This is an optimization exercise on Yosys and OpenROAD, whose aim is small area, a short achievable clock period and few clock cycles per item, not a production implementation. Where RTL was checked, it was by simulation tests only, not by an equivalence proof against the original. No activity file was given, so power comes from the tool's default toggle rates.

main:
==> flow/design.v (excerpt) <==
module soc_axi_regfile #(
  parameter int TAGW      = 16,
  parameter int MEM_BYTES = 64,
  parameter int NUM_LOG   = 2,
  parameter int ADDRW     = 13
) (
  input  logic                   aclk,
  input  logic                   rst,
  input  logic                   arvalid,
  output logic                   arready,
  input  logic [31:0]            araddr,
  input  logic [TAGW-1:0]        arid,
  input  logic [7:0]             arlen,
  input  logic [1:0]             arburst,
  input  logic [2:0]             arsize,
  output logic                   rvalid,
  input  logic                   rready,
  output logic [31:0]            rdata,
  output logic [1:0]             rresp,
  output logic [TAGW-1:0]        rid,
  output logic                   rlast,
  input  logic                   awvalid,
  output logic                   awready,
  input  logic [31:0]            awaddr,
  input  logic [TAGW-1:0]        awid,
  input  logic [7:0]             awlen,
  input  logic [1:0]             awburst,
  input  logic [2:0]             awsize,
  input  logic                   wvalid,
  output logic                   wready,
  input  logic [31:0]            wdata,
  input  logic [3:0]             wstrb,
  input  logic                   wlast,
  output logic                   bvalid,
  input  logic                   bready,
  output logic [1:0]             bresp,
  output logic [TAGW-1:0]        bid,
  input  logic [31:0]            gpio_in,
  output logic [31:0]            gpio_out,
  output logic [31:0]            pauser,
  output logic [255:0]           cptra_obf_key,
  input  logic [8*NUM_LOG-1:0]   log_char,
  input  logic [NUM_LOG-1:0]     log_empty,
  input  logic [NUM_LOG-1:0]     log_full,
  output logic [NUM_LOG-1:0]     log_rd
);
Size: about 1700 cells after synthesis, roughly 730 flip-flops, about 610 I/O pins.
clock: 4.0 ns
lec_check: 0
cap_margin: 20
core_margin: 2
core_utilization: 55
cts_cluster_diameter: 100
cts_cluster_size: 20
place_density: 0.7
setup_slack_margin: 1.9
slew_margin: 20
standard.sh (not shown) runs the stock make flow with config.mk's settings and CLKGATE_MAP_FILE= SYNTH_SCRIPT=/design/flow/synth_recipe.tcl, a recipe that flattens the netlist after the stock synthesis.
==> flow/flow/run.sh <==
#!/bin/bash
# Standard ORFS layout; only the port buffers use a small plain buffer cell.
set -euo pipefail
export BUFFER_PORTS_ARGS="-buffer_cell sky130_fd_sc_hd__buf_1"
bash standard.sh > flow.log 2>&1
Testbench counts of main, summed over its fixed seeds: cycles 11,516, items 2,560.
The following lists how the feature branch was set up differently from main:
--- a/flow/config.mk
+++ b/flow/config.mk
@@ -6,9 +6,10 @@
 export NUM_CORES = 4
 export LEC_CHECK = 0
+export ABC_CLOCK_PERIOD_IN_PS = 2000
 export CAP_MARGIN = 20
 export CORE_MARGIN = 2
 export CORE_UTILIZATION = 55
-export CTS_CLUSTER_DIAMETER = 100
-export CTS_CLUSTER_SIZE = 20
+export CTS_CLUSTER_DIAMETER = 60
+export CTS_CLUSTER_SIZE = 30
 export PLACE_DENSITY = 0.7
 export SETUP_SLACK_MARGIN = 1.9
==> comparison <==
- Diff main -> the feature branch: register share of the cell area decreased 0.68 points, part of the cycle the worst path needs decreased 2.1 points, setup slack increased 0.083 ns, sequential power essentially unchanged.
- Number of optimization iterations in the first detailed-route pass sits higher in the feature branch than in main.
- On switching power as a share of total power: between the feature branch and main, it ends up higher for the feature branch.
- In summary, the feature branch completed successfully, with a layout that passed the timing, DRC and antenna checks.
- [compare] base=main new=the feature branch: number of antenna cells inserted fell by 1; overall global routing resource usage about even; total power increased 760 µW.

* * *

soc_axi_regfile, a different RTL version from the one above (not shown whole).
Size: about 610 I/O pins.
clock: 4.0 ns
lec_check: 0
cap_margin: 20
core_margin: 2
core_utilization: 40
place_density: 0.6
setup_slack_margin: 2.0
slew_margin: 20
Scripts as last shown in full above: flow/flow/run.sh
==> next run, changes <==
SETUP_SLACK_MARGIN = 1.6   (was 2.0)
=> The new run completed with no timing, DRC or antenna violations. Total power drops by 3.6%. Final area fell by 15%. Flip-flop and latch count does not change. Routed wire length falls by 6.3%. Via count shrinks by 6.7%. Sequential power barely changes. Global-route usage came out lower by 1.2 points. Area after synthesis stays the same.
Function was not checked in any run of this note: the RTL went through the layout flow alone.

* * *

build 95:
Another version of the RTL of soc_axi_regfile (not shown whole).
Size: ~1500 cells after synthesis, roughly 610 I/O pins, roughly 25000 µm² of cells after synthesis.
Design soc_axi_regfile, start of the top module:
module soc_axi_regfile #(
  parameter int TAGW      = 16,
  parameter int MEM_BYTES = 64,
  parameter int NUM_LOG   = 2,
  parameter int ADDRW     = 13
) (
  input  logic                   aclk,
  input  logic                   rst,
  input  logic                   arvalid,
  output logic                   arready,
  input  logic [31:0]            araddr,
  input  logic [TAGW-1:0]        arid,
  input  logic [7:0]             arlen,
  input  logic [1:0]             arburst,
  input  logic [2:0]             arsize,
  output logic                   rvalid,
  input  logic                   rready,
  output logic [31:0]            rdata,
  output logic [1:0]             rresp,
  output logic [TAGW-1:0]        rid,
  output logic                   rlast,
  input  logic                   awvalid,
  output logic                   awready,
  input  logic [31:0]            awaddr,
  input  logic [TAGW-1:0]        awid,
  input  logic [7:0]             awlen,
  input  logic [1:0]             awburst,
  input  logic [2:0]             awsize,
  input  logic                   wvalid,
  output logic                   wready,
  input  logic [31:0]            wdata,
  input  logic [3:0]             wstrb,
  input  logic                   wlast,
  output logic                   bvalid,
  input  logic                   bready,
  output logic [1:0]             bresp,
  output logic [TAGW-1:0]        bid,
  input  logic [31:0]            gpio_in,
  output logic [31:0]            gpio_out,
  output logic [31:0]            pauser,
  output logic [255:0]           cptra_obf_key,
  input  logic [8*NUM_LOG-1:0]   log_char,
  input  logic [NUM_LOG-1:0]     log_empty,
  input  logic [NUM_LOG-1:0]     log_full,
  output logic [NUM_LOG-1:0]     log_rd
);
clock: 4.0 ns
lec_check: 0
cap_margin: 20
core_margin: 2
core_utilization: 55
cts_cluster_diameter: 60
cts_cluster_size: 30
place_density: 0.7
setup_slack_margin: 1.95
slew_margin: 20
Scripts as last shown in full above: flow/flow/run.sh
Build 95 closes out successfully: all stages finished, all timing, DRC and antenna checks passed.
Testbench counts of build 95, summed over its fixed seeds: cycles 11,332, items 2,560.
The following lists how build 32 was set up differently from build 95:
Settings: SETUP_SLACK_MARGIN: 1.95 -> 1.9; ABC_CLOCK_PERIOD_IN_PS: unset -> 2000.
Compared with build 95, build 32 shows a lower global-route usage. Met2 demand-to-capacity share in global routing | build 32 below build 95. Combinational group share of total power essentially unchanged between build 32 and build 95. Build 32 gives less final worst-path cycle share than build 95 did. Per the comparison of build 32 with build 95, wire length reported by the detailed router decreased about 1.4%, power decreased 1.2%, multi-input combinational cell count essentially unchanged, clock skew decreased 0.0065 ns, utilization decreased 0.73 points.
Edits applied to the flow inputs when going from build 32 to build 25:
Settings: GPL_TIMING_DRIVEN now 0, previously not set; ABC_CLOCK_PERIOD_IN_PS no longer set, was 2000.
[summary]
Compared with build 32, the detailed router inserted more vias in build 25. Comparing the two runs side by side, build 25 comes out ahead of build 32 on maximum vdd drop. Comparing build 25 against build 32, there is no change at all in aggregate negative setup slack. Overall global routing resource usage, build 25 and build 32: lower on build 32. Looking at worst setup slack across both flows, build 25 is the weaker of the two, with build 32 ahead.

* * *

soc_axi_regfile, a different RTL version from the one above (not shown whole).
Size: roughly 690 flip-flops, about 0.027 mm2 of cells after synthesis.
Settings: LEC_CHECK=0, CAP_MARGIN=20, CORE_MARGIN=2, CORE_UTILIZATION=55, PLACE_DENSITY=0.7, SETUP_SLACK_MARGIN=1.9, SLEW_MARGIN=20; clock period 4.0 ns.
==> flow/flow/run.sh <==
#!/bin/bash
# Standard ORFS layout; the port buffers use a small plain buffer cell and
# clock tree synthesis clusters more sinks per buffer without dummy loads.
set -euo pipefail
export BUFFER_PORTS_ARGS="-buffer_cell sky130_fd_sc_hd__buf_1"
export CTS_ARGS="-sink_clustering_enable -repair_clock_nets -sink_clustering_size 30 -sink_clustering_max_diameter 60 -dont_use_dummy_load"
bash standard.sh > flow.log 2>&1
Testbench counts at the start, summed over its fixed seeds: cycles 11,649, items 2,560.
==> next run, changes <==
==> flow/flow/run.sh (replaced) <==
#!/bin/bash
# Standard ORFS layout; only the port buffers use a small plain buffer cell.
set -euo pipefail
export BUFFER_PORTS_ARGS="-buffer_cell sky130_fd_sc_hd__buf_1"
bash standard.sh > flow.log 2>&1
--- a/flow/config.mk
+++ b/flow/config.mk
@@ -7,2 +7,3 @@
 export LEC_CHECK = 0
+export ABC_CLOCK_PERIOD_IN_PS = 2000
 export CAP_MARGIN = 20
@@ -10,2 +11,4 @@
 export CORE_UTILIZATION = 55
+export CTS_CLUSTER_DIAMETER = 60
+export CTS_CLUSTER_SIZE = 30
 export PLACE_DENSITY = 0.7
Wire length hardly moves; core utilization rises by 0.96 points; die area does not change; fmax rises by a few percent; clock skew falls by 0.010 ns.
==> next run, changes <==
--- a/flow/config.mk
+++ b/flow/config.mk
@@ -7,3 +7,2 @@
 export LEC_CHECK = 0
-export ABC_CLOCK_PERIOD_IN_PS = 2000
 export CAP_MARGIN = 20
@@ -14,3 +13,3 @@
 export PLACE_DENSITY = 0.7
-export SETUP_SLACK_MARGIN = 1.9
+export SETUP_SLACK_MARGIN = 1.8
 export SLEW_MARGIN = 20
=> The changed run finished with timing, DRC and antenna clean; worst hold slack is worse by 0.011 ns; worst setup slack is worse by 0.094 ns; register-to-register slack is worse by 0.12 ns; clock-buffer cell count increases by 3; core utilization hardly moves; area after synthesis does not change; total power increases by 2.1%; critical path depth increases by 2.

* * *

soc_axi_regfile, a different RTL version from the one above (not shown whole).
Size: roughly 1,600 cells after synthesis, about 690 flip-flops, roughly 610 I/O pins, roughly 0.027 sq mm of cells after synthesis.
## soc_axi_regfile
module soc_axi_regfile #(
  parameter int TAGW      = 16,
  parameter int MEM_BYTES = 64,
  parameter int NUM_LOG   = 2,
  parameter int ADDRW     = 13
) (
  input  logic                   aclk,
  input  logic                   rst,
  input  logic                   arvalid,
  output logic                   arready,
  input  logic [31:0]            araddr,
  input  logic [TAGW-1:0]        arid,
  input  logic [7:0]             arlen,
  input  logic [1:0]             arburst,
  input  logic [2:0]             arsize,
  output logic                   rvalid,
  input  logic                   rready,
  output logic [31:0]            rdata,
  output logic [1:0]             rresp,
  output logic [TAGW-1:0]        rid,
  output logic                   rlast,
  input  logic                   awvalid,
  output logic                   awready,
  input  logic [31:0]            awaddr,
  input  logic [TAGW-1:0]        awid,
  input  logic [7:0]             awlen,
  input  logic [1:0]             awburst,
  input  logic [2:0]             awsize,
  input  logic                   wvalid,
  output logic                   wready,
  input  logic [31:0]            wdata,
  input  logic [3:0]             wstrb,
  input  logic                   wlast,
  output logic                   bvalid,
  input  logic                   bready,
  output logic [1:0]             bresp,
  output logic [TAGW-1:0]        bid,
  input  logic [31:0]            gpio_in,
  output logic [31:0]            gpio_out,
  output logic [31:0]            pauser,
  output logic [255:0]           cptra_obf_key,
  input  logic [8*NUM_LOG-1:0]   log_char,
  input  logic [NUM_LOG-1:0]     log_empty,
  input  logic [NUM_LOG-1:0]     log_full,
  output logic [NUM_LOG-1:0]     log_rd
);
==> flow/config.mk <==
export PLATFORM = sky130hd
export DESIGN_NAME = soc_axi_regfile
export DESIGN_NICKNAME = soc_axi_regfile
export VERILOG_FILES = /design/flow/design.v
export SDC_FILE = /design/flow/constraint.sdc
export NUM_CORES = 4
export LEC_CHECK = 0
export CAP_MARGIN = 20
export CORE_MARGIN = 2
export CORE_UTILIZATION = 65
export CTS_CLUSTER_DIAMETER = 60
export CTS_CLUSTER_SIZE = 30
export PLACE_DENSITY = 0.75
export SETUP_SLACK_MARGIN = 1.9
export SLEW_MARGIN = 20
==> flow/constraint.sdc <==
create_clock -name core_clock -period 4.0 [get_ports {aclk}]
set_input_delay 0.8000 -clock core_clock [delete_from_list [all_inputs] [get_ports {aclk}]]
set_output_delay 0.8000 -clock core_clock [all_outputs]
set_load 0.01 [all_outputs]
==> flow/flow/run.sh <==
#!/bin/bash
# Standard ORFS layout; only the port buffers use a small plain buffer cell.
set -euo pipefail
export BUFFER_PORTS_ARGS="-buffer_cell sky130_fd_sc_hd__buf_1"
bash standard.sh > flow.log 2>&1
The first run produced a clean layout.
Rerun with:
ABC_CLOCK_PERIOD_IN_PS = 2000   (was not set)
CORE_UTILIZATION = 55   (was 65)
PLACE_DENSITY = 0.7   (was 0.75)
What happened: Total power went up by a few percent. Clock power went up by roughly a tenth. Flip-flop and latch count is unchanged.
No functional check of the RTL was part of any run of this note.

* * *

soc_axi_regfile with an RTL version that a note above also has.
For scale: roughly 1500 cells after synthesis, about 660 flip-flops, roughly 25000 µm² of cells after synthesis.
Settings: LEC_CHECK=0, CAP_MARGIN=20, CORE_MARGIN=2, CORE_UTILIZATION=50, CTS_CLUSTER_DIAMETER=60, CTS_CLUSTER_SIZE=30, PLACE_DENSITY=0.65, SETUP_SLACK_MARGIN=1.9, SLEW_MARGIN=20; clock period 4.0 ns.
Scripts as last shown in full above: flow/flow/run.sh
The baseline passed the timing, DRC and antenna checks.
Testbench counts at the start, summed over its fixed seeds: cycles 11,332, items 2,560.
Change:
Settings changed: ABC_AREA from default to 1, CORE_UTILIZATION 50 to 55, PLACE_DENSITY 0.65 to 0.7.
Flip-flop and latch count stays the same.
Synthesized cell count came out higher by 29%.
Final cell count came out higher by 12%.
Sequential share of layout area came out lower by 1.1 points.
Total power came out lower by 1.9%.
Setup slack improves by 57 ps.
Die area came out lower by 7.5%.
First-iteration DRC count came out higher by 1.3%.
Routed wire length came out lower by 4.9%.
Sequential power barely changes.
Change:
Settings changed: ABC_AREA 1 to default, SLEW_MARGIN 20 to 60.
Worst setup slack loses 24 ps.
Non-clock buffer count goes up by 17.
Cell count goes down by roughly a tenth.
Via count goes down by a few percent.
Die area goes down slightly.
Power goes up by a few percent.
Core utilization goes up by 1.1 points.
Change:
Settings changed: CAP_MARGIN 20 to 40, SLEW_MARGIN 60 to 40.
What happened: Flip-flop and latch count stays the same. Wire length is lower slightly. Critical path depth went down by 1. Worst setup slack is better by 33 ps. Hold slack is better by 12 ps. Clock-buffer cell count is higher by 1. Non-clock buffer count fell by 8. Global-route usage barely changes. Final area is lower slightly. Sequential share of layout area grows by 0.47 points. Total power shrinks slightly.

* * *

Setup of north:
soc_axi_regfile, a different RTL version from the one above (not shown whole).
Size: roughly 710 flip-flops, roughly 610 I/O pins.
## soc_axi_regfile
module soc_axi_regfile #(
  parameter int TAGW      = 16,
  parameter int MEM_BYTES = 64,
  parameter int NUM_LOG   = 2,
  parameter int ADDRW     = 13
) (
  input  logic                   aclk,
  input  logic                   rst,
  input  logic                   arvalid,
  output logic                   arready,
  input  logic [31:0]            araddr,
  input  logic [TAGW-1:0]        arid,
  input  logic [7:0]             arlen,
  input  logic [1:0]             arburst,
  input  logic [2:0]             arsize,
  output logic                   rvalid,
  input  logic                   rready,
  output logic [31:0]            rdata,
  output logic [1:0]             rresp,
  output logic [TAGW-1:0]        rid,
  output logic                   rlast,
  input  logic                   awvalid,
  output logic                   awready,
  input  logic [31:0]            awaddr,
  input  logic [TAGW-1:0]        awid,
  input  logic [7:0]             awlen,
  input  logic [1:0]             awburst,
  input  logic [2:0]             awsize,
  input  logic                   wvalid,
  output logic                   wready,
  input  logic [31:0]            wdata,
  input  logic [3:0]             wstrb,
  input  logic                   wlast,
  output logic                   bvalid,
  input  logic                   bready,
  output logic [1:0]             bresp,
  output logic [TAGW-1:0]        bid,
  input  logic [31:0]            gpio_in,
  output logic [31:0]            gpio_out,
  output logic [31:0]            pauser,
  output logic [255:0]           cptra_obf_key,
  input  logic [8*NUM_LOG-1:0]   log_char,
  input  logic [NUM_LOG-1:0]     log_empty,
  input  logic [NUM_LOG-1:0]     log_full,
  output logic [NUM_LOG-1:0]     log_rd
);
clock: 4.0 ns
lec_check: 0
cap_margin: 20
core_margin: 2
core_utilization: 40
place_density: 0.6
setup_slack_margin: 2.0
slew_margin: 20
run.sh (not shown) runs the stock make flow with config.mk's settings and CLKGATE_MAP_FILE= SYNTH_SCRIPT=/design/flow/synth_recipe.tcl, a recipe that flattens the netlist after the stock synthesis.
Stock flow here: none of the scripts above is used.
Testbench counts of north, summed over its fixed seeds: cycles 11,516, items 2,560.
Inputs modified between north and south:
# north
export LEC_CHECK = 0
export CAP_MARGIN = 20
export CORE_MARGIN = 2
export CORE_UTILIZATION = 40
export PLACE_DENSITY = 0.6
export SETUP_SLACK_MARGIN = 2.0
export SLEW_MARGIN = 20
create_clock -name core_clock -period 4.0 [get_ports {aclk}]
# south
export LEC_CHECK = 0
export CAP_MARGIN = 20
export CORE_MARGIN = 2
export CORE_UTILIZATION = 40
export PLACE_DENSITY = 0.6
export SLEW_MARGIN = 20
create_clock -name core_clock -period 4.0 [get_ports {aclk}]
==> comparison <==
south vs north, net switching power of the design went down by 12%. In the final design statistics, south uses fewer standard cells in total than north. north → south: core utilization now smaller, fmax now smaller, area after detailed placement now smaller, via count now smaller, maximum buffer depth of the clock tree comparable. Taking south over north, the clock-buffer cell count ratio works out to 1.06. Taking north as the reference point, the hold slack of south falls by 0.0052 ns.
Input-level comparison between east and south:
# south
export LEC_CHECK = 0
export CAP_MARGIN = 20
export CORE_MARGIN = 2
export CORE_UTILIZATION = 40
export PLACE_DENSITY = 0.6
export SLEW_MARGIN = 20
create_clock -name core_clock -period 4.0 [get_ports {aclk}]
# east
export LEC_CHECK = 0
export CAP_MARGIN = 20
export CORE_MARGIN = 2
export CORE_UTILIZATION = 40
export PLACE_DENSITY = 0.6
export SETUP_SLACK_MARGIN = 2.0
export SLEW_MARGIN = 20
create_clock -name core_clock -period 4.0 [get_ports {aclk}]
==> flow/flow/run.sh (new file) <==
#!/bin/bash
# Standard ORFS layout; only the port buffers use a small plain buffer cell.
set -euo pipefail
export BUFFER_PORTS_ARGS="-buffer_cell sky130_fd_sc_hd__buf_1"
bash standard.sh > flow.log 2>&1
==> flow/standard.sh (new file) <==
#!/bin/bash
# synth_recipe.tcl (not shown) runs the flow's synth.tcl, then flattens the netlist and writes it again
# the make line also repeats each setting of config.mk as NAME=value (left out here)
make -C /OpenROAD-flow-scripts/flow DESIGN_CONFIG=/design/flow/config.mk WORK_HOME=/design/flow/orfs CLKGATE_MAP_FILE= SYNTH_SCRIPT=/design/flow/synth_recipe.tcl "${@:-finish}"
removed: flow/run.sh
- Compared with south, in east non-clock buffer count +about 43%, total global-route track usage rose by 1.7 points, portion of the clock cycle consumed by the worst path in the final layout decreased 17 points, switching power as a share of total power saw an increase, clock buffer instance count of the final layout went down.
- Compared with south, in east fraction of layout cells with a size suffix above 1 +26 points, maximum ir drop on the vdd rail +18%, sum of overflow across all layers after global routing ~0 delta, time the worst path needs with I/O delays and setup -0.67 ns.

[port drivers added, routing unchanged]
In the flow no input, the clock included, has a driving cell. The finished layouts below were timed again as built, in two steps.
Step 1: set_driving_cell puts a clkbuf_16 on aclk and a buf_2 on each other input, an assumption about the parent block.
Step 2, shift: input delay + t, output delay - t, t = (earliest + latest rising clock arrival at the registers) / 2. This alone moves slack from input paths to output paths.
Slacks: ideal / step 1 / step 2; pairs: ideal / step 1.
| run | shift t [ns] | slack for setup (ns) | hold slack, ns |
|---|---|---|---|
| main | 0.653 | 1.830 / 1.861 / 1.208 | 0.392 / 0.352 / 0.410 |
| the feature branch | 0.661 | 1.913 / 1.850 / 1.300 | 0.385 / 0.351 / 0.426 |
| the first run of note 2 | 0.696 | 1.752 / 1.752 / 1.212 | 0.364 / 0.321 / 0.412 |
| the second run of note 2 | 0.701 | 1.598 / 1.598 / 1.157 | 0.360 / 0.322 / 0.416 |
| build 95 | 0.665 | 1.820 / 1.722 / 1.255 | 0.346 / 0.310 / 0.426 |
| build 32 | 0.657 | 1.870 / 1.824 / 1.286 | 0.357 / 0.320 / 0.418 |
| build 25 | 0.657 | 1.687 / 1.678 / 1.157 | 0.356 / 0.322 / 0.427 |
| the first run of note 4 | 0.641 | 1.803 / 1.733 / 1.322 | 0.386 / 0.351 / 0.407 |
| the second run of note 4 | 0.653 | 1.893 / 1.722 / 1.320 | 0.364 / 0.329 / 0.390 |
| the third run of note 4 | 0.659 | 1.798 / 1.752 / 1.241 | 0.353 / 0.314 / 0.411 |
| the first run of note 5 | 0.645 | 1.771 / 1.762 / 1.170 | 0.370 / 0.343 / 0.427 |
| the second run of note 5 | 0.655 | 1.867 / 1.737 / 1.268 | 0.353 / 0.317 / 0.423 |
| the first run of note 6 | 0.648 | 1.816 / 1.729 / 1.330 | 0.353 / 0.331 / 0.425 |
| the second run of note 6 | 0.651 | 1.873 / 1.831 / 1.326 | 0.363 / 0.329 / 0.421 |
| the third run of note 6 | 0.666 | 1.849 / 1.811 / 1.359 | 0.346 / 0.311 / 0.428 |
| the fourth run of note 6 | 0.659 | 1.882 / 1.836 / 1.296 | 0.358 / 0.325 / 0.418 |
| north | 0.671 | 1.577 / 1.577 / 1.260 | 0.420 / 0.420 / 0.420 |
| south | 0.675 | 0.837 / 0.837 / 0.717 | 0.415 / 0.415 / 0.415 |
| east | 0.689 | 1.506 / 1.506 / 1.101 | 0.359 / 0.318 / 0.411 |
After both steps setup and hold are still met in every run listed. For main, which loses most, drivers alone change the setup slack by +0.031 ns; drivers and shift together by -0.622 ns.
